This design comes from an exercise in tuning for small area and a short achievable clock period on the open sky130 flow, not from production work.
Function was checked by simulation only, so behaviour that the tests miss may differ from the original.

==> flow/design.v <==
localparam logic [6:0] OP_IMM = 7'b0010011;
localparam logic [6:0] OP     = 7'b0110011;
localparam logic [6:0] LOAD   = 7'b0000011;
localparam logic [6:0] STORE  = 7'b0100011;
localparam logic [6:0] BRANCH = 7'b1100011;
localparam logic [6:0] JAL    = 7'b1101111;
localparam logic [6:0] JALR   = 7'b1100111;
localparam logic [6:0] LUI    = 7'b0110111;
localparam logic [6:0] AUIPC  = 7'b0010111;
localparam logic [2:0] F3_ADD    = 3'b000;
localparam logic [2:0] F3_SLL    = 3'b001;
localparam logic [2:0] F3_SLT    = 3'b010;
localparam logic [2:0] F3_SLTU   = 3'b011;
localparam logic [2:0] F3_XOR    = 3'b100;
localparam logic [2:0] F3_SR     = 3'b101;
localparam logic [2:0] F3_OR     = 3'b110;
localparam logic [2:0] F3_AND    = 3'b111;
localparam logic [2:0] F3_BEQ    = 3'b000;
localparam logic [2:0] F3_BNE    = 3'b001;
localparam logic [2:0] F3_BLT    = 3'b100;
localparam logic [2:0] F3_BGE    = 3'b101;
localparam logic [2:0] F3_BLTU   = 3'b110;
localparam logic [2:0] F3_BGEU   = 3'b111;
localparam logic [2:0] F3_LB     = 3'b000;
localparam logic [2:0] F3_LH     = 3'b001;
localparam logic [2:0] F3_LW     = 3'b010;
localparam logic [2:0] F3_LBU    = 3'b100;
localparam logic [2:0] F3_LHU    = 3'b101;
localparam logic [2:0] F3_SB     = 3'b000;
localparam logic [2:0] F3_SH     = 3'b001;
localparam logic [2:0] F3_SW     = 3'b010;
localparam logic [2:0] F3_MUL    = 3'b000;
localparam logic [2:0] F3_MULH   = 3'b001;
localparam logic [2:0] F3_MULHSU = 3'b010;
localparam logic [2:0] F3_MULHU  = 3'b011;
localparam logic [2:0] F3_JALR   = 3'b000;
localparam logic [6:0] F7_BASE   = 7'b0000000;
localparam logic [6:0] F7_ALT    = 7'b0100000;  
localparam logic [6:0] F7_MULDIV = 7'b0000001;
localparam logic [2:0] CLS_ALU    = 3'd0;
localparam logic [2:0] CLS_MUL    = 3'd1;
localparam logic [2:0] CLS_LOAD   = 3'd2;
localparam logic [2:0] CLS_STORE  = 3'd3;
localparam logic [2:0] CLS_BRANCH = 3'd4;
localparam logic [2:0] CLS_JUMP   = 3'd5;
localparam logic [2:0] CLS_NONE   = 3'd6;
localparam logic [3:0] ADD    = 4'd0;
localparam logic [3:0] SUB    = 4'd1;
localparam logic [3:0] AND    = 4'd2;
localparam logic [3:0] OR     = 4'd3;
localparam logic [3:0] XOR    = 4'd4;
localparam logic [3:0] SLL    = 4'd5;
localparam logic [3:0] SRL    = 4'd6;
localparam logic [3:0] SRA    = 4'd7;
localparam logic [3:0] SLT    = 4'd8;
localparam logic [3:0] SLTU   = 4'd9;
localparam logic [3:0] PASS_B = 4'd10;
localparam logic [3:0] PC_ADD = 4'd11;
`timescale 1ns/100ps
module ex_decode (
	input  logic [31:0]           inst_i,
	input  logic [32-1:0]   pc_i,
	input  logic [32-1:0]   rs1_val_i,
	input  logic [32-1:0]   rs2_val_i,
	output logic [2:0]            cls_o,
	output logic [3:0]            alu_op_o,
	output logic [2:0]            funct3_o,
	output logic [32-1:0]   pc_o,  
	output logic [32-1:0]   op_a_o,
	output logic [32-1:0]   op_b_o,
	output logic [32-1:0]   imm_o,
	output logic [5-1:0] rd_o,
	output logic                  rd_wen_o
);
localparam logic [6:0] OP_IMM = 7'b0010011;
localparam logic [6:0] OP     = 7'b0110011;
localparam logic [6:0] LOAD   = 7'b0000011;
localparam logic [6:0] STORE  = 7'b0100011;
localparam logic [6:0] BRANCH = 7'b1100011;
localparam logic [6:0] JAL    = 7'b1101111;
localparam logic [6:0] JALR   = 7'b1100111;
localparam logic [6:0] LUI    = 7'b0110111;
localparam logic [6:0] AUIPC  = 7'b0010111;
localparam logic [2:0] F3_ADD    = 3'b000;
localparam logic [2:0] F3_SLL    = 3'b001;
localparam logic [2:0] F3_SLT    = 3'b010;
localparam logic [2:0] F3_SLTU   = 3'b011;
localparam logic [2:0] F3_XOR    = 3'b100;
localparam logic [2:0] F3_SR     = 3'b101;
localparam logic [2:0] F3_OR     = 3'b110;
localparam logic [2:0] F3_AND    = 3'b111;
localparam logic [2:0] F3_BEQ    = 3'b000;
localparam logic [2:0] F3_BNE    = 3'b001;
localparam logic [2:0] F3_BLT    = 3'b100;
localparam logic [2:0] F3_BGE    = 3'b101;
localparam logic [2:0] F3_BLTU   = 3'b110;
localparam logic [2:0] F3_BGEU   = 3'b111;
localparam logic [2:0] F3_LB     = 3'b000;
localparam logic [2:0] F3_LH     = 3'b001;
localparam logic [2:0] F3_LW     = 3'b010;
localparam logic [2:0] F3_LBU    = 3'b100;
localparam logic [2:0] F3_LHU    = 3'b101;
localparam logic [2:0] F3_SB     = 3'b000;
localparam logic [2:0] F3_SH     = 3'b001;
localparam logic [2:0] F3_SW     = 3'b010;
localparam logic [2:0] F3_MUL    = 3'b000;
localparam logic [2:0] F3_MULH   = 3'b001;
localparam logic [2:0] F3_MULHSU = 3'b010;
localparam logic [2:0] F3_MULHU  = 3'b011;
localparam logic [2:0] F3_JALR   = 3'b000;
localparam logic [6:0] F7_BASE   = 7'b0000000;
localparam logic [6:0] F7_ALT    = 7'b0100000;  
localparam logic [6:0] F7_MULDIV = 7'b0000001;
localparam logic [2:0] CLS_ALU    = 3'd0;
localparam logic [2:0] CLS_MUL    = 3'd1;
localparam logic [2:0] CLS_LOAD   = 3'd2;
localparam logic [2:0] CLS_STORE  = 3'd3;
localparam logic [2:0] CLS_BRANCH = 3'd4;
localparam logic [2:0] CLS_JUMP   = 3'd5;
localparam logic [2:0] CLS_NONE   = 3'd6;
localparam logic [3:0] ADD    = 4'd0;
localparam logic [3:0] SUB    = 4'd1;
localparam logic [3:0] AND    = 4'd2;
localparam logic [3:0] OR     = 4'd3;
localparam logic [3:0] XOR    = 4'd4;
localparam logic [3:0] SLL    = 4'd5;
localparam logic [3:0] SRL    = 4'd6;
localparam logic [3:0] SRA    = 4'd7;
localparam logic [3:0] SLT    = 4'd8;
localparam logic [3:0] SLTU   = 4'd9;
localparam logic [3:0] PASS_B = 4'd10;
localparam logic [3:0] PC_ADD = 4'd11;
	logic [31:0] ins;
	logic [6:0] opcode;
	logic [2:0] funct3;
	logic [6:0] funct7;
	logic [32-1:0] imm_i;
	logic [32-1:0] imm_s;
	logic [32-1:0] imm_b;
	logic [32-1:0] imm_u;
	logic [32-1:0] imm_j;
	logic use_pc;   
	logic use_imm;  
	function automatic logic [3:0] f3_to_alu(input logic [2:0] f3, input logic sub, input logic arith);
		logic [3:0] op;
		case (f3)
			F3_ADD:  op = sub ? SUB : ADD;
			F3_SLL:  op = SLL;
			F3_SLT:  op = SLT;
			F3_SLTU: op = SLTU;
			F3_XOR:  op = XOR;
			F3_SR:   op = arith ? SRA : SRL;
			F3_OR:   op = OR;
			default: op = AND;
		endcase
		f3_to_alu = op;
	endfunction
	assign ins = inst_i;
	assign opcode = ins[6:0];
	assign funct3 = ins[14:12];
	assign funct7 = ins[31:25];
	assign imm_i = {{(32-12){ins[31]}}, ins[31:20]};
	assign imm_s = {{(32-12){ins[31]}}, ins[31:25], ins[11:7]};
	assign imm_b = {{(32-13){ins[31]}}, ins[31], ins[7], ins[30:25], ins[11:8], 1'b0};
	assign imm_u = {ins[31:12], 12'b0};
	assign imm_j = {{(32-21){ins[31]}}, ins[31], ins[19:12], ins[20], ins[30:21], 1'b0};
	always_comb begin
		cls_o = CLS_NONE;
		alu_op_o = ADD;
		imm_o = imm_i;
		use_pc = 1'b0;
		use_imm = 1'b1;
		case (opcode)
			OP_IMM: begin
				alu_op_o = f3_to_alu(funct3, 1'b0, ins[30]);
				if (funct3 == F3_SLL && funct7 != F7_BASE) begin
					cls_o = CLS_NONE;
				end else if (funct3 == F3_SR && funct7 != F7_BASE && funct7 != F7_ALT) begin
					cls_o = CLS_NONE;
				end else begin
					cls_o = CLS_ALU;
				end
			end
			OP: begin
				use_imm = 1'b0;
				alu_op_o = f3_to_alu(funct3, ins[30], ins[30]);
				if (funct7 == F7_BASE) begin
					cls_o = CLS_ALU;
				end else if (funct7 == F7_ALT && (funct3 == F3_ADD || funct3 == F3_SR)) begin
					cls_o = CLS_ALU;
				end else if (funct7 == F7_MULDIV && (funct3 == F3_MUL || funct3 == F3_MULH ||
						funct3 == F3_MULHSU || funct3 == F3_MULHU)) begin
					cls_o = CLS_MUL;  
				end
			end
			LOAD: begin
				if (funct3 == F3_LB || funct3 == F3_LH || funct3 == F3_LW ||
						funct3 == F3_LBU || funct3 == F3_LHU)
					cls_o = CLS_LOAD;
			end
			STORE: begin
				imm_o = imm_s;
				use_imm = 1'b0;  
				if (funct3 == F3_SB || funct3 == F3_SH || funct3 == F3_SW)
					cls_o = CLS_STORE;
			end
			BRANCH: begin
				imm_o = imm_b;
				use_imm = 1'b0;
				if (funct3 == F3_BEQ || funct3 == F3_BNE || funct3 == F3_BLT ||
						funct3 == F3_BGE || funct3 == F3_BLTU || funct3 == F3_BGEU)
					cls_o = CLS_BRANCH;
			end
			JAL: begin
				imm_o = imm_j;
				use_pc = 1'b1;
				cls_o = CLS_JUMP;
			end
			JALR: begin
				if (funct3 == F3_JALR)
					cls_o = CLS_JUMP;
			end
			LUI: begin
				imm_o = imm_u;
				alu_op_o = PASS_B;
				cls_o = CLS_ALU;
			end
			AUIPC: begin
				imm_o = imm_u;
				use_pc = 1'b1;
				alu_op_o = PC_ADD;
				cls_o = CLS_ALU;
			end
			default: ;
		endcase
		funct3_o = funct3;
		pc_o = pc_i;
		op_a_o = use_pc ? pc_i : rs1_val_i;
		op_b_o = use_imm ? imm_o : rs2_val_i;
		rd_o = ins[11:7];
		rd_wen_o = (cls_o == CLS_ALU) || (cls_o == CLS_MUL) || (cls_o == CLS_LOAD) ||
			(cls_o == CLS_JUMP);
	end
endmodule
`timescale 1ns/100ps
module ex_alu (
	input  logic [3:0]          alu_op_i,
	input  logic [32-1:0] op_a_i,
	input  logic [32-1:0] op_b_i,
	output logic [32-1:0] res_o
);
localparam logic [6:0] OP_IMM = 7'b0010011;
localparam logic [6:0] OP     = 7'b0110011;
localparam logic [6:0] LOAD   = 7'b0000011;
localparam logic [6:0] STORE  = 7'b0100011;
localparam logic [6:0] BRANCH = 7'b1100011;
localparam logic [6:0] JAL    = 7'b1101111;
localparam logic [6:0] JALR   = 7'b1100111;
localparam logic [6:0] LUI    = 7'b0110111;
localparam logic [6:0] AUIPC  = 7'b0010111;
localparam logic [2:0] F3_ADD    = 3'b000;
localparam logic [2:0] F3_SLL    = 3'b001;
localparam logic [2:0] F3_SLT    = 3'b010;
localparam logic [2:0] F3_SLTU   = 3'b011;
localparam logic [2:0] F3_XOR    = 3'b100;
localparam logic [2:0] F3_SR     = 3'b101;
localparam logic [2:0] F3_OR     = 3'b110;
localparam logic [2:0] F3_AND    = 3'b111;
localparam logic [2:0] F3_BEQ    = 3'b000;
localparam logic [2:0] F3_BNE    = 3'b001;
localparam logic [2:0] F3_BLT    = 3'b100;
localparam logic [2:0] F3_BGE    = 3'b101;
localparam logic [2:0] F3_BLTU   = 3'b110;
localparam logic [2:0] F3_BGEU   = 3'b111;
localparam logic [2:0] F3_LB     = 3'b000;
localparam logic [2:0] F3_LH     = 3'b001;
localparam logic [2:0] F3_LW     = 3'b010;
localparam logic [2:0] F3_LBU    = 3'b100;
localparam logic [2:0] F3_LHU    = 3'b101;
localparam logic [2:0] F3_SB     = 3'b000;
localparam logic [2:0] F3_SH     = 3'b001;
localparam logic [2:0] F3_SW     = 3'b010;
localparam logic [2:0] F3_MUL    = 3'b000;
localparam logic [2:0] F3_MULH   = 3'b001;
localparam logic [2:0] F3_MULHSU = 3'b010;
localparam logic [2:0] F3_MULHU  = 3'b011;
localparam logic [2:0] F3_JALR   = 3'b000;
localparam logic [6:0] F7_BASE   = 7'b0000000;
localparam logic [6:0] F7_ALT    = 7'b0100000;  
localparam logic [6:0] F7_MULDIV = 7'b0000001;
localparam logic [2:0] CLS_ALU    = 3'd0;
localparam logic [2:0] CLS_MUL    = 3'd1;
localparam logic [2:0] CLS_LOAD   = 3'd2;
localparam logic [2:0] CLS_STORE  = 3'd3;
localparam logic [2:0] CLS_BRANCH = 3'd4;
localparam logic [2:0] CLS_JUMP   = 3'd5;
localparam logic [2:0] CLS_NONE   = 3'd6;
localparam logic [3:0] ADD    = 4'd0;
localparam logic [3:0] SUB    = 4'd1;
localparam logic [3:0] AND    = 4'd2;
localparam logic [3:0] OR     = 4'd3;
localparam logic [3:0] XOR    = 4'd4;
localparam logic [3:0] SLL    = 4'd5;
localparam logic [3:0] SRL    = 4'd6;
localparam logic [3:0] SRA    = 4'd7;
localparam logic [3:0] SLT    = 4'd8;
localparam logic [3:0] SLTU   = 4'd9;
localparam logic [3:0] PASS_B = 4'd10;
localparam logic [3:0] PC_ADD = 4'd11;
	localparam int SHW = $clog2(32);
	logic [32-1:0] a;
	logic [32-1:0] b;
	logic [SHW-1:0] shamt;
	logic lt;
	logic ltu;
	assign a = op_a_i;
	assign b = op_b_i;
	assign shamt = b[SHW-1:0];
	assign lt = $signed(a) < $signed(b);
	assign ltu = a < b;
	always_comb begin
		case (alu_op_i)
			ADD, PC_ADD: res_o = a + b;  
			SUB:         res_o = a - b;
			AND:         res_o = a & b;
			OR:          res_o = a | b;
			XOR:         res_o = a ^ b;
			SLL:         res_o = a << shamt;
			SRL:         res_o = a >> shamt;
			SRA:         res_o = $signed(a) >>> shamt;
			SLT:         res_o = {{(32-1){1'b0}}, lt};
			SLTU:        res_o = {{(32-1){1'b0}}, ltu};
			PASS_B:      res_o = b;  
			default:     res_o = '0;
		endcase
	end
endmodule
`timescale 1ns/100ps
module ex_mul (
	input  logic [2:0]          funct3_i,
	input  logic [32-1:0] op_a_i,
	input  logic [32-1:0] op_b_i,
	output logic [32-1:0] res_o
);
localparam logic [6:0] OP_IMM = 7'b0010011;
localparam logic [6:0] OP     = 7'b0110011;
localparam logic [6:0] LOAD   = 7'b0000011;
localparam logic [6:0] STORE  = 7'b0100011;
localparam logic [6:0] BRANCH = 7'b1100011;
localparam logic [6:0] JAL    = 7'b1101111;
localparam logic [6:0] JALR   = 7'b1100111;
localparam logic [6:0] LUI    = 7'b0110111;
localparam logic [6:0] AUIPC  = 7'b0010111;
localparam logic [2:0] F3_ADD    = 3'b000;
localparam logic [2:0] F3_SLL    = 3'b001;
localparam logic [2:0] F3_SLT    = 3'b010;
localparam logic [2:0] F3_SLTU   = 3'b011;
localparam logic [2:0] F3_XOR    = 3'b100;
localparam logic [2:0] F3_SR     = 3'b101;
localparam logic [2:0] F3_OR     = 3'b110;
localparam logic [2:0] F3_AND    = 3'b111;
localparam logic [2:0] F3_BEQ    = 3'b000;
localparam logic [2:0] F3_BNE    = 3'b001;
localparam logic [2:0] F3_BLT    = 3'b100;
localparam logic [2:0] F3_BGE    = 3'b101;
localparam logic [2:0] F3_BLTU   = 3'b110;
localparam logic [2:0] F3_BGEU   = 3'b111;
localparam logic [2:0] F3_LB     = 3'b000;
localparam logic [2:0] F3_LH     = 3'b001;
localparam logic [2:0] F3_LW     = 3'b010;
localparam logic [2:0] F3_LBU    = 3'b100;
localparam logic [2:0] F3_LHU    = 3'b101;
localparam logic [2:0] F3_SB     = 3'b000;
localparam logic [2:0] F3_SH     = 3'b001;
localparam logic [2:0] F3_SW     = 3'b010;
localparam logic [2:0] F3_MUL    = 3'b000;
localparam logic [2:0] F3_MULH   = 3'b001;
localparam logic [2:0] F3_MULHSU = 3'b010;
localparam logic [2:0] F3_MULHU  = 3'b011;
localparam logic [2:0] F3_JALR   = 3'b000;
localparam logic [6:0] F7_BASE   = 7'b0000000;
localparam logic [6:0] F7_ALT    = 7'b0100000;  
localparam logic [6:0] F7_MULDIV = 7'b0000001;
localparam logic [2:0] CLS_ALU    = 3'd0;
localparam logic [2:0] CLS_MUL    = 3'd1;
localparam logic [2:0] CLS_LOAD   = 3'd2;
localparam logic [2:0] CLS_STORE  = 3'd3;
localparam logic [2:0] CLS_BRANCH = 3'd4;
localparam logic [2:0] CLS_JUMP   = 3'd5;
localparam logic [2:0] CLS_NONE   = 3'd6;
localparam logic [3:0] ADD    = 4'd0;
localparam logic [3:0] SUB    = 4'd1;
localparam logic [3:0] AND    = 4'd2;
localparam logic [3:0] OR     = 4'd3;
localparam logic [3:0] XOR    = 4'd4;
localparam logic [3:0] SLL    = 4'd5;
localparam logic [3:0] SRL    = 4'd6;
localparam logic [3:0] SRA    = 4'd7;
localparam logic [3:0] SLT    = 4'd8;
localparam logic [3:0] SLTU   = 4'd9;
localparam logic [3:0] PASS_B = 4'd10;
localparam logic [3:0] PC_ADD = 4'd11;
	logic a_neg;
	logic b_neg;
	logic [32-1:0] a_mag;
	logic [32-1:0] b_mag;
	logic [2*32-1:0] prod;
	logic [2*32-1:0] prod_s;
	assign a_neg = (funct3_i == F3_MULH || funct3_i == F3_MULHSU) & op_a_i[32-1];
	assign b_neg = (funct3_i == F3_MULH) & op_b_i[32-1];
	assign a_mag = a_neg ? -op_a_i : op_a_i;
	assign b_mag = b_neg ? -op_b_i : op_b_i;
	assign prod = {{32{1'b0}}, a_mag} * {{32{1'b0}}, b_mag};
	assign prod_s = (a_neg ^ b_neg) ? -prod : prod;
	assign res_o = (funct3_i == F3_MUL) ? prod_s[32-1:0]
		: prod_s[2*32-1:32];
endmodule
`timescale 1ns/100ps
module ex_branch (
	input  logic [2:0]          cls_i,
	input  logic [2:0]          funct3_i,
	input  logic [32-1:0] pc_i,
	input  logic [32-1:0] op_a_i,
	input  logic [32-1:0] op_b_i,
	input  logic [32-1:0] imm_i,
	output logic                jump_o,  
	output logic [32-1:0] target_o,
	output logic [32-1:0] link_o
);
localparam logic [6:0] OP_IMM = 7'b0010011;
localparam logic [6:0] OP     = 7'b0110011;
localparam logic [6:0] LOAD   = 7'b0000011;
localparam logic [6:0] STORE  = 7'b0100011;
localparam logic [6:0] BRANCH = 7'b1100011;
localparam logic [6:0] JAL    = 7'b1101111;
localparam logic [6:0] JALR   = 7'b1100111;
localparam logic [6:0] LUI    = 7'b0110111;
localparam logic [6:0] AUIPC  = 7'b0010111;
localparam logic [2:0] F3_ADD    = 3'b000;
localparam logic [2:0] F3_SLL    = 3'b001;
localparam logic [2:0] F3_SLT    = 3'b010;
localparam logic [2:0] F3_SLTU   = 3'b011;
localparam logic [2:0] F3_XOR    = 3'b100;
localparam logic [2:0] F3_SR     = 3'b101;
localparam logic [2:0] F3_OR     = 3'b110;
localparam logic [2:0] F3_AND    = 3'b111;
localparam logic [2:0] F3_BEQ    = 3'b000;
localparam logic [2:0] F3_BNE    = 3'b001;
localparam logic [2:0] F3_BLT    = 3'b100;
localparam logic [2:0] F3_BGE    = 3'b101;
localparam logic [2:0] F3_BLTU   = 3'b110;
localparam logic [2:0] F3_BGEU   = 3'b111;
localparam logic [2:0] F3_LB     = 3'b000;
localparam logic [2:0] F3_LH     = 3'b001;
localparam logic [2:0] F3_LW     = 3'b010;
localparam logic [2:0] F3_LBU    = 3'b100;
localparam logic [2:0] F3_LHU    = 3'b101;
localparam logic [2:0] F3_SB     = 3'b000;
localparam logic [2:0] F3_SH     = 3'b001;
localparam logic [2:0] F3_SW     = 3'b010;
localparam logic [2:0] F3_MUL    = 3'b000;
localparam logic [2:0] F3_MULH   = 3'b001;
localparam logic [2:0] F3_MULHSU = 3'b010;
localparam logic [2:0] F3_MULHU  = 3'b011;
localparam logic [2:0] F3_JALR   = 3'b000;
localparam logic [6:0] F7_BASE   = 7'b0000000;
localparam logic [6:0] F7_ALT    = 7'b0100000;  
localparam logic [6:0] F7_MULDIV = 7'b0000001;
localparam logic [2:0] CLS_ALU    = 3'd0;
localparam logic [2:0] CLS_MUL    = 3'd1;
localparam logic [2:0] CLS_LOAD   = 3'd2;
localparam logic [2:0] CLS_STORE  = 3'd3;
localparam logic [2:0] CLS_BRANCH = 3'd4;
localparam logic [2:0] CLS_JUMP   = 3'd5;
localparam logic [2:0] CLS_NONE   = 3'd6;
localparam logic [3:0] ADD    = 4'd0;
localparam logic [3:0] SUB    = 4'd1;
localparam logic [3:0] AND    = 4'd2;
localparam logic [3:0] OR     = 4'd3;
localparam logic [3:0] XOR    = 4'd4;
localparam logic [3:0] SLL    = 4'd5;
localparam logic [3:0] SRL    = 4'd6;
localparam logic [3:0] SRA    = 4'd7;
localparam logic [3:0] SLT    = 4'd8;
localparam logic [3:0] SLTU   = 4'd9;
localparam logic [3:0] PASS_B = 4'd10;
localparam logic [3:0] PC_ADD = 4'd11;
	logic eq;
	logic lt;
	logic ltu;
	logic [32-1:0] jump_sum;
	assign eq = op_a_i == op_b_i;
	assign lt = $signed(op_a_i) < $signed(op_b_i);
	assign ltu = op_a_i < op_b_i;
	assign jump_sum = op_a_i + imm_i;
	assign link_o = pc_i + 4;
	always_comb begin
		jump_o = 1'b0;
		target_o = pc_i + imm_i;
		case (cls_i)
			CLS_BRANCH: begin
				case (funct3_i)
					F3_BEQ:  jump_o = eq;
					F3_BNE:  jump_o = ~eq;
					F3_BLT:  jump_o = lt;
					F3_BGE:  jump_o = ~lt;
					F3_BLTU: jump_o = ltu;
					F3_BGEU: jump_o = ~ltu;
					default: jump_o = 1'b0;
				endcase
			end
			CLS_JUMP: begin
				jump_o = 1'b1;
				target_o = {jump_sum[32-1:1], 1'b0};  
			end
			default: ;
		endcase
	end
endmodule
`timescale 1ns/100ps
module ex_lsu (
	input  logic [2:0]            funct3_i,
	input  logic [32-1:0]   op_a_i,
	input  logic [32-1:0]   op_b_i,
	input  logic [32-1:0]   imm_i,
	input  logic [32-1:0]   rdata_i,
	output logic [4-1:0]  wstrb_o,
	output logic [32-1:0]   addr_o,
	output logic [32-1:0]   wdata_o,
	output logic [32-1:0]   load_o
);
localparam logic [6:0] OP_IMM = 7'b0010011;
localparam logic [6:0] OP     = 7'b0110011;
localparam logic [6:0] LOAD   = 7'b0000011;
localparam logic [6:0] STORE  = 7'b0100011;
localparam logic [6:0] BRANCH = 7'b1100011;
localparam logic [6:0] JAL    = 7'b1101111;
localparam logic [6:0] JALR   = 7'b1100111;
localparam logic [6:0] LUI    = 7'b0110111;
localparam logic [6:0] AUIPC  = 7'b0010111;
localparam logic [2:0] F3_ADD    = 3'b000;
localparam logic [2:0] F3_SLL    = 3'b001;
localparam logic [2:0] F3_SLT    = 3'b010;
localparam logic [2:0] F3_SLTU   = 3'b011;
localparam logic [2:0] F3_XOR    = 3'b100;
localparam logic [2:0] F3_SR     = 3'b101;
localparam logic [2:0] F3_OR     = 3'b110;
localparam logic [2:0] F3_AND    = 3'b111;
localparam logic [2:0] F3_BEQ    = 3'b000;
localparam logic [2:0] F3_BNE    = 3'b001;
localparam logic [2:0] F3_BLT    = 3'b100;
localparam logic [2:0] F3_BGE    = 3'b101;
localparam logic [2:0] F3_BLTU   = 3'b110;
localparam logic [2:0] F3_BGEU   = 3'b111;
localparam logic [2:0] F3_LB     = 3'b000;
localparam logic [2:0] F3_LH     = 3'b001;
localparam logic [2:0] F3_LW     = 3'b010;
localparam logic [2:0] F3_LBU    = 3'b100;
localparam logic [2:0] F3_LHU    = 3'b101;
localparam logic [2:0] F3_SB     = 3'b000;
localparam logic [2:0] F3_SH     = 3'b001;
localparam logic [2:0] F3_SW     = 3'b010;
localparam logic [2:0] F3_MUL    = 3'b000;
localparam logic [2:0] F3_MULH   = 3'b001;
localparam logic [2:0] F3_MULHSU = 3'b010;
localparam logic [2:0] F3_MULHU  = 3'b011;
localparam logic [2:0] F3_JALR   = 3'b000;
localparam logic [6:0] F7_BASE   = 7'b0000000;
localparam logic [6:0] F7_ALT    = 7'b0100000;  
localparam logic [6:0] F7_MULDIV = 7'b0000001;
localparam logic [2:0] CLS_ALU    = 3'd0;
localparam logic [2:0] CLS_MUL    = 3'd1;
localparam logic [2:0] CLS_LOAD   = 3'd2;
localparam logic [2:0] CLS_STORE  = 3'd3;
localparam logic [2:0] CLS_BRANCH = 3'd4;
localparam logic [2:0] CLS_JUMP   = 3'd5;
localparam logic [2:0] CLS_NONE   = 3'd6;
localparam logic [3:0] ADD    = 4'd0;
localparam logic [3:0] SUB    = 4'd1;
localparam logic [3:0] AND    = 4'd2;
localparam logic [3:0] OR     = 4'd3;
localparam logic [3:0] XOR    = 4'd4;
localparam logic [3:0] SLL    = 4'd5;
localparam logic [3:0] SRL    = 4'd6;
localparam logic [3:0] SRA    = 4'd7;
localparam logic [3:0] SLT    = 4'd8;
localparam logic [3:0] SLTU   = 4'd9;
localparam logic [3:0] PASS_B = 4'd10;
localparam logic [3:0] PC_ADD = 4'd11;
	localparam int OFF_W = $clog2(4);
	localparam logic [4-1:0] STRB_BYTE = 1;
	localparam logic [4-1:0] STRB_HALF = 3;
	logic [32-1:0] addr;
	logic [OFF_W-1:0] off;
	logic [OFF_W-1:0] half_off;
	logic [32-1:0] byte_lane;
	logic [32-1:0] half_lane;
	assign addr = op_a_i + imm_i;
	assign off = addr[OFF_W-1:0];
	assign half_off = {off[OFF_W-1:1], 1'b0};  
	always_comb begin
		addr_o = addr;
		wstrb_o = '0;
		wdata_o = '0;
		case (funct3_i)
			F3_SW: begin
				wstrb_o = '1;
				wdata_o = op_b_i;
			end
			F3_SH: begin
				wstrb_o = STRB_HALF << half_off;
				wdata_o = {{(32-16){1'b0}}, op_b_i[15:0]} << {half_off, 3'b000};
			end
			F3_SB: begin
				wstrb_o = STRB_BYTE << off;
				wdata_o = {{(32-8){1'b0}}, op_b_i[7:0]} << {off, 3'b000};
			end
			default: ;
		endcase
	end
	assign byte_lane = rdata_i >> {off, 3'b000};
	assign half_lane = rdata_i >> {half_off, 3'b000};
	always_comb begin
		case (funct3_i)
			F3_LB:   load_o = {{(32-8){byte_lane[7]}}, byte_lane[7:0]};
			F3_LH:   load_o = {{(32-16){half_lane[15]}}, half_lane[15:0]};
			F3_LW:   load_o = rdata_i;
			F3_LBU:  load_o = {{(32-8){1'b0}}, byte_lane[7:0]};
			F3_LHU:  load_o = {{(32-16){1'b0}}, half_lane[15:0]};
			default: load_o = '0;
		endcase
	end
endmodule
`timescale 1ns/100ps
module ex_commit (
	input  logic                    clk_i,
	input  logic                    rst_n_i,
	input  logic                    valid_i,
	input  logic [2:0]              cls_i,
	input  logic [5-1:0]   rd_i,
	input  logic                    rd_wen_i,
	input  logic [32-1:0]     alu_i,
	input  logic [32-1:0]     mul_i,
	input  logic [32-1:0]     load_i,
	input  logic [32-1:0]     link_i,
	input  logic [4-1:0]    st_wstrb_i,
	input  logic [32-1:0]     st_addr_i,
	input  logic [32-1:0]     st_wdata_i,
	input  logic                    jump_i,
	input  logic [32-1:0]     target_i,
	output logic                    wb_wen_o,
	output logic [5-1:0]   wb_rd_o,
	output logic [32-1:0]     wb_data_o,
	output logic [4-1:0]    store_wstrb_o,
	output logic [32-1:0]     store_addr_o,
	output logic [32-1:0]     store_wdata_o,
	output logic                    redirect_jump_o,
	output logic [32-1:0]     redirect_target_o
);
localparam logic [6:0] OP_IMM = 7'b0010011;
localparam logic [6:0] OP     = 7'b0110011;
localparam logic [6:0] LOAD   = 7'b0000011;
localparam logic [6:0] STORE  = 7'b0100011;
localparam logic [6:0] BRANCH = 7'b1100011;
localparam logic [6:0] JAL    = 7'b1101111;
localparam logic [6:0] JALR   = 7'b1100111;
localparam logic [6:0] LUI    = 7'b0110111;
localparam logic [6:0] AUIPC  = 7'b0010111;
localparam logic [2:0] F3_ADD    = 3'b000;
localparam logic [2:0] F3_SLL    = 3'b001;
localparam logic [2:0] F3_SLT    = 3'b010;
localparam logic [2:0] F3_SLTU   = 3'b011;
localparam logic [2:0] F3_XOR    = 3'b100;
localparam logic [2:0] F3_SR     = 3'b101;
localparam logic [2:0] F3_OR     = 3'b110;
localparam logic [2:0] F3_AND    = 3'b111;
localparam logic [2:0] F3_BEQ    = 3'b000;
localparam logic [2:0] F3_BNE    = 3'b001;
localparam logic [2:0] F3_BLT    = 3'b100;
localparam logic [2:0] F3_BGE    = 3'b101;
localparam logic [2:0] F3_BLTU   = 3'b110;
localparam logic [2:0] F3_BGEU   = 3'b111;
localparam logic [2:0] F3_LB     = 3'b000;
localparam logic [2:0] F3_LH     = 3'b001;
localparam logic [2:0] F3_LW     = 3'b010;
localparam logic [2:0] F3_LBU    = 3'b100;
localparam logic [2:0] F3_LHU    = 3'b101;
localparam logic [2:0] F3_SB     = 3'b000;
localparam logic [2:0] F3_SH     = 3'b001;
localparam logic [2:0] F3_SW     = 3'b010;
localparam logic [2:0] F3_MUL    = 3'b000;
localparam logic [2:0] F3_MULH   = 3'b001;
localparam logic [2:0] F3_MULHSU = 3'b010;
localparam logic [2:0] F3_MULHU  = 3'b011;
localparam logic [2:0] F3_JALR   = 3'b000;
localparam logic [6:0] F7_BASE   = 7'b0000000;
localparam logic [6:0] F7_ALT    = 7'b0100000;  
localparam logic [6:0] F7_MULDIV = 7'b0000001;
localparam logic [2:0] CLS_ALU    = 3'd0;
localparam logic [2:0] CLS_MUL    = 3'd1;
localparam logic [2:0] CLS_LOAD   = 3'd2;
localparam logic [2:0] CLS_STORE  = 3'd3;
localparam logic [2:0] CLS_BRANCH = 3'd4;
localparam logic [2:0] CLS_JUMP   = 3'd5;
localparam logic [2:0] CLS_NONE   = 3'd6;
localparam logic [3:0] ADD    = 4'd0;
localparam logic [3:0] SUB    = 4'd1;
localparam logic [3:0] AND    = 4'd2;
localparam logic [3:0] OR     = 4'd3;
localparam logic [3:0] XOR    = 4'd4;
localparam logic [3:0] SLL    = 4'd5;
localparam logic [3:0] SRL    = 4'd6;
localparam logic [3:0] SRA    = 4'd7;
localparam logic [3:0] SLT    = 4'd8;
localparam logic [3:0] SLTU   = 4'd9;
localparam logic [3:0] PASS_B = 4'd10;
localparam logic [3:0] PC_ADD = 4'd11;
	logic                  wen_d;
	logic [32-1:0]   data_d;
	logic [4-1:0]  wstrb_d;
	logic                  jump_d;
	always_comb begin
		case (cls_i)
			CLS_ALU:  data_d = alu_i;
			CLS_MUL:  data_d = mul_i;
			CLS_LOAD: data_d = load_i;
			CLS_JUMP: data_d = link_i;  
			default:  data_d = '0;
		endcase
		wen_d = valid_i & rd_wen_i & (rd_i != '0);  
		wstrb_d = st_wstrb_i;
		if (!(valid_i && cls_i == CLS_STORE))
			wstrb_d = '0;
		jump_d = valid_i & jump_i & (cls_i == CLS_BRANCH || cls_i == CLS_JUMP);
	end
	always_ff @(posedge clk_i) begin
		if (!rst_n_i) begin
			wb_wen_o <= 1'b0;
			wb_rd_o <= '0;
			wb_data_o <= '0;
			store_wstrb_o <= '0;
			store_addr_o <= '0;
			store_wdata_o <= '0;
			redirect_jump_o <= 1'b0;
			redirect_target_o <= '0;
		end else begin
			wb_wen_o <= wen_d;
			wb_rd_o <= rd_i;
			wb_data_o <= data_d;
			store_wstrb_o <= wstrb_d;
			store_addr_o <= st_addr_i;
			store_wdata_o <= st_wdata_i;
			redirect_jump_o <= jump_d;
			redirect_target_o <= target_i;
		end
	end
endmodule
`timescale 1ns/100ps
module ex_top (
	input  logic                  clk_i,
	input  logic                  rst_n_i,
	input  logic                  req_valid_i,
	input  logic [31:0]           req_inst_i,
	input  logic [32-1:0]   req_pc_i,
	input  logic [32-1:0]   req_rs1_val_i,
	input  logic [32-1:0]   req_rs2_val_i,
	input  logic [32-1:0]   req_mem_rdata_i,
	output logic                  wb_wen_o,
	output logic [5-1:0] wb_rd_o,
	output logic [32-1:0]   wb_data_o,
	output logic [4-1:0]  store_wstrb_o,
	output logic [32-1:0]   store_addr_o,
	output logic [32-1:0]   store_wdata_o,
	output logic                  redirect_jump_o,
	output logic [32-1:0]   redirect_target_o
);
	logic [2:0]            cls;
	logic [3:0]            alu_op;
	logic [2:0]            funct3;
	logic [32-1:0]   pc;
	logic [32-1:0]   op_a;
	logic [32-1:0]   op_b;
	logic [32-1:0]   imm;
	logic [5-1:0] rd;
	logic                  rd_wen;
	logic [32-1:0]  alu_res;
	logic [32-1:0]  mul_res;
	logic [32-1:0]  load_res;
	logic [32-1:0]  link;
	logic [4-1:0] st_wstrb;
	logic [32-1:0]  st_addr;
	logic [32-1:0]  st_wdata;
	logic                 jump;
	logic [32-1:0]  target;
	ex_decode u_decode (
		.inst_i    (req_inst_i),
		.pc_i      (req_pc_i),
		.rs1_val_i (req_rs1_val_i),
		.rs2_val_i (req_rs2_val_i),
		.cls_o     (cls),
		.alu_op_o  (alu_op),
		.funct3_o  (funct3),
		.pc_o      (pc),
		.op_a_o    (op_a),
		.op_b_o    (op_b),
		.imm_o     (imm),
		.rd_o      (rd),
		.rd_wen_o  (rd_wen)
	);
	ex_alu u_alu (.alu_op_i(alu_op), .op_a_i(op_a), .op_b_i(op_b), .res_o(alu_res));
	ex_mul u_mul (.funct3_i(funct3), .op_a_i(op_a), .op_b_i(op_b), .res_o(mul_res));
	ex_branch u_branch (
		.cls_i    (cls),
		.funct3_i (funct3),
		.pc_i     (pc),
		.op_a_i   (op_a),
		.op_b_i   (op_b),
		.imm_i    (imm),
		.jump_o   (jump),
		.target_o (target),
		.link_o   (link)
	);
	ex_lsu u_lsu (
		.funct3_i (funct3),
		.op_a_i   (op_a),
		.op_b_i   (op_b),
		.imm_i    (imm),
		.rdata_i  (req_mem_rdata_i),
		.wstrb_o  (st_wstrb),
		.addr_o   (st_addr),
		.wdata_o  (st_wdata),
		.load_o   (load_res)
	);
	ex_commit u_commit (
		.clk_i             (clk_i),
		.rst_n_i           (rst_n_i),
		.valid_i           (req_valid_i),
		.cls_i             (cls),
		.rd_i              (rd),
		.rd_wen_i          (rd_wen),
		.alu_i             (alu_res),
		.mul_i             (mul_res),
		.load_i            (load_res),
		.link_i            (link),
		.st_wstrb_i        (st_wstrb),
		.st_addr_i         (st_addr),
		.st_wdata_i        (st_wdata),
		.jump_i            (jump),
		.target_i          (target),
		.wb_wen_o          (wb_wen_o),
		.wb_rd_o           (wb_rd_o),
		.wb_data_o         (wb_data_o),
		.store_wstrb_o     (store_wstrb_o),
		.store_addr_o      (store_addr_o),
		.store_wdata_o     (store_wdata_o),
		.redirect_jump_o   (redirect_jump_o),
		.redirect_target_o (redirect_target_o)
	);
endmodule
==> flow/run.sh <==
#!/bin/bash
# synth_recipe.tcl (not shown) runs the flow's synth.tcl, then flattens the netlist and writes it again
# the make line also repeats each setting of config.mk as NAME=value (left out here)
make -C /OpenROAD-flow-scripts/flow DESIGN_CONFIG=/design/flow/config.mk WORK_HOME=/design/flow/orfs CLKGATE_MAP_FILE= SYNTH_SCRIPT=/design/flow/synth_recipe.tcl finish
==> flow/config.mk <==
export PLATFORM = sky130hd
export DESIGN_NAME = ex_top
export DESIGN_NICKNAME = ex_top
export VERILOG_FILES = /design/flow/design.v
export SDC_FILE = /design/flow/constraint.sdc
export NUM_CORES = 4
export LEC_CHECK = 0
export ABC_CLOCK_PERIOD_IN_PS = 10000
export CAP_MARGIN = 20
export CORE_MARGIN = 2
export CORE_UTILIZATION = 40
export SLEW_MARGIN = 20
==> flow/constraint.sdc <==
create_clock -name core_clock -period 15.0 [get_ports {clk_i}]
set_input_delay 3.0000 -clock core_clock [delete_from_list [all_inputs] [get_ports {clk_i}]]
set_output_delay 3.0000 -clock core_clock [all_outputs]
set_load 0.01 [all_outputs]
==> flow_metrics.env <==
export IMPL_synthDistinctLibCells=123
export IMPL_hold_viol=0
export IMPL_die_h_um=379.0
export IMPL_track_usage_pct=44.24
export IMPL_synthFlopType="dfxtp_1"
export IMPL_synth_warnings=5
export IMPL_async_flop_share_pct=0
export IMPL_endpoint_kind="flop"
export IMPL_timing_final_ws_setup_ns=0.3174
export IMPL_synthesis_area_sq_mm=0.05626
export IMPL_crit_type="in -> reg"
export IMPL_timing_hold_ws_ns=3.078
export IMPL_synthTopCellsByArea="fa_1 (32%), ha_1 (9.5%), inv_1 (7.5%)"
export IMPL_status="no timing/DRC/antenna violations"
export IMPL_slew_violations=0
export IMPL_worst_pin_slew_ns=1.369
export IMPL_drt_iter0_markers=7525
export IMPL_vias=60300
export IMPL_rows=137
export IMPL_yosys_area_top_type="fa_1"
export IMPL_grt_pass1_wl_um=448300
export IMPL_hold_start="rst_n_i"
export IMPL_cts_sinks=139
export IMPL_fmax_mhz=68.11
export IMPL_antenna_found_initial=32
export IMPL_h_tree_depth=4
export IMPL_grt_start_max_net_pins=56
export IMPL_vias_per_cell=6.024
export IMPL_synth_common_cells="inv_1 (1131), nand2_1 (905), fa_1 (900)"
export IMPL_synth_seq_area_share_pct=4.946
export IMPL_drive_above_1_share_pct=15.78
export IMPL_drc=0
export IMPL_dp_hpwl_um=273600
export IMPL_core_area_sq_mm=0.1395
export IMPL_finalSetupViolCount=0
export IMPL_overflow=0
export IMPL_rsz0062_at_grt="false"
export IMPL_cp_arrival_ns=15.07
export IMPL_io_buffers=301
export IMPL_crit_top_cell="fa_1"
export IMPL_min_path_type="in -> reg"
export IMPL_slew_limit_headroom_pct=8.121
export IMPL_avgSynthCellArea_sq_um=7.788
export IMPL_area_delta_synth_final_pct=23.99
export IMPL_final_core_util_pct=49.99
export IMPL_dp_slack_ns=-0.6995
export IMPL_tritoncts="built"
export IMPL_synthCells=7224
export IMPL_required_ns=15.39
export IMPL_place_congestion=1.150
export IMPL_post_drt_wl_per_cell_um=31.76
export IMPL_crit_path_top_delay_cell="fa_1"
export IMPL_nNetsFinal=9599
export IMPL_cap_viol_max_count=0
export IMPL_synth_top_area_share_pct=32.03
export IMPL_clk_pin_slew_worst_paths_ns=0.07
export IMPL_ant_nets=0
export IMPL_cts_made_buffers=17
export IMPL_final_period_utilization_pct=97.88
export IMPL_fin_crit_ns=14.68
export IMPL_crit_fanout=14
export IMPL_clockBufferDepth=2
export IMPL_dieArea_sq_mm=0.1437
export IMPL_die_w_um=379.0
export IMPL_ys_ff_latch=139
export IMPL_synth_fp_nets=8713
export IMPL_routed_wl_um=318000
export IMPL_cpPeakStageDelay_ns=0.68
export IMPL_dr_pass1_iters=9
export IMPL_startpoint_type="primary input"
export IMPL_yosysMostFrequentCell="inv_1"
export IMPL_clockRootBuffer="clkbuf_16"
export IMPL_initial_core_util_pct=40.32
export IMPL_postCtsSetupBuffers=0
export IMPL_synth_edff_count=0
export IMPL_crit_start="req_inst_i[6]"
export IMPL_grt_pass1_vias=59600
export IMPL_fill_cells=13890
export IMPL_boundaryPins=302
## routing by layer
metal | GRT usage (%) | routed length [um]
met5 | 0 | 246
met4 | 21.04 | 18440
met3 | 15.45 | 41730
met2 | 61.61 | 127000
met1 | 60.62 | 130600
## timing repair
action,CTS,global route
resized for setup,2,22
hold buffers,0,0
endpoints found under the setup margin,3,22
## sequential cells by signal, summed over array words and instances (netlist names)
signal,flops
u_commit.wb_rd_o,5
u_commit.redirect_target_o,32
u_commit.store_wstrb_o,4
u_commit.wb_data_o,32
u_commit.store_wdata_o,32
u_commit.store_addr_o,32
u_commit.redirect_jump_o,1
u_commit.wb_wen_o,1
## area by class of cell
type / instances / area [sq um] / area share [%]
clock buffers: 18 / 439.2 / 0.6296
well taps: 1876 / 2347 / 3.365
clock inverters: 14 / 155.1 / 0.2224
multi-input cells: 5518 / 48140 / 69.01
repair buffers: 1295 / 11580 / 16.61
inverters: 1139 / 4275 / 6.129
diodes: 12 / 30.03 / 0.04305
flip-flops and latches: 139 / 2783 / 3.989
## placed cells by master, fill, tap and decap left out, types with 22 or more instances in the layout
| cell type | count |
|---|---|
| inv_1 | 1130 |
| nand2_1 | 905 |
| buf_4 | 904 |
| fa_1 | 898 |
| nor2_1 | 721 |
| ha_1 | 426 |
| a21oi_1 | 326 |
| clkdlybuf4s50_1 | 300 |
| o21ai_0 | 274 |
| nand3_1 | 201 |
| dfxtp_1 | 139 |
| xnor2_1 | 131 |
| and2_1 | 128 |
| nor3_1 | 98 |
| buf_12 | 89 |
| a21o_1 | 78 |
| o211ai_1 | 73 |
| xnor2_2 | 69 |
| xor2_1 | 62 |
| a31oi_1 | 59 |
| mux2i_1 | 57 |
| nand4_1 | 52 |
| and3_1 | 49 |
| a211oi_1 | 44 |
| a22oi_1 | 42 |
| o22ai_1 | 41 |
| a221oi_1 | 41 |
| o21ai_1 | 40 |
| o21a_1 | 40 |
| o21bai_1 | 39 |
| o31ai_1 | 37 |
| nand2b_1 | 36 |
| nor2b_1 | 34 |
| or3_1 | 28 |
| o221ai_1 | 26 |
| mux2_2 | 25 |
| nor4_1 | 22 |
## cells by family (layout without fill, tap and decap cells)
family / after synthesis / after routing / synth area share, %
flip-flops: 139 / 139 / 4.946
AND/OR/NAND/NOR: 2394 / 2394 / 19.15
adder cells (fa/ha/maj): 1326 / 1326 / 41.50
AO/OA/AOI/OAI: 1431 / 1431 / 17.08
buffers and inverters: 1567 / 2466 / 10.78
other: 0 / 12 / 0
XOR/XNOR: 263 / 263 / 4.174
multiplexers: 104 / 104 / 2.373
## path summary, 6_finish.rpt
path | to | cells past startpoint
worst max-delay path | u_commit.wb_data_o[29] | 45
worst min-delay path | u_commit.redirect_target_o[12] | 2
## worst max-delay path, delay by kind of cell
kind	cells	cell delay [ns]
buffers and inverters	12	2.23
and+or+nand+nor	14	2.71
xor gates and xnor gates	1	0.29
adders and majority gates	9	4.41
AOI/OAI and AO/OA	9	2.37
## stage by stage
stage	cell area [sq um]	std cells	setup TNS (ns)
global placement	68980	9966	-6.596
floorplan	56260	7224	0
finish	69750	10010	0
CTS	69610	9998	0
detailed placement	69000	9966	-5.319
global route	69730	10000	0

[separate check: timing with driven ports]
How much do the figures lean on ideal ports? The routed layout below was timed once more, with nothing changed but the port constraints. Step 1 (the two cells are an assumption about what drives the block):
set clk [get_ports {clk_i}]
set_driving_cell -lib_cell sky130_fd_sc_hd__clkbuf_16 $clk
set_driving_cell -lib_cell sky130_fd_sc_hd__buf_2 [delete_from_list [all_inputs] $clk]
Step 2 times the ports against the registers' clock, not the clock port: input delays grow and output delays shrink by t, the midpoint of the rising clock arrivals with the driver on. Slacks: no drivers / after step 1 / after step 2; pairs: no drivers / after step 1.
t, ns: 0.551
setup slack, ns: 0.317 / 0.360 / -0.191
latest minus earliest clock arrival (ns): 0.040 / 0.040
With both steps, setup timing fails in this run, where it was met with ideal ports. For this run, drivers alone change the setup slack by +0.043 ns; drivers and shift together by -0.508 ns.
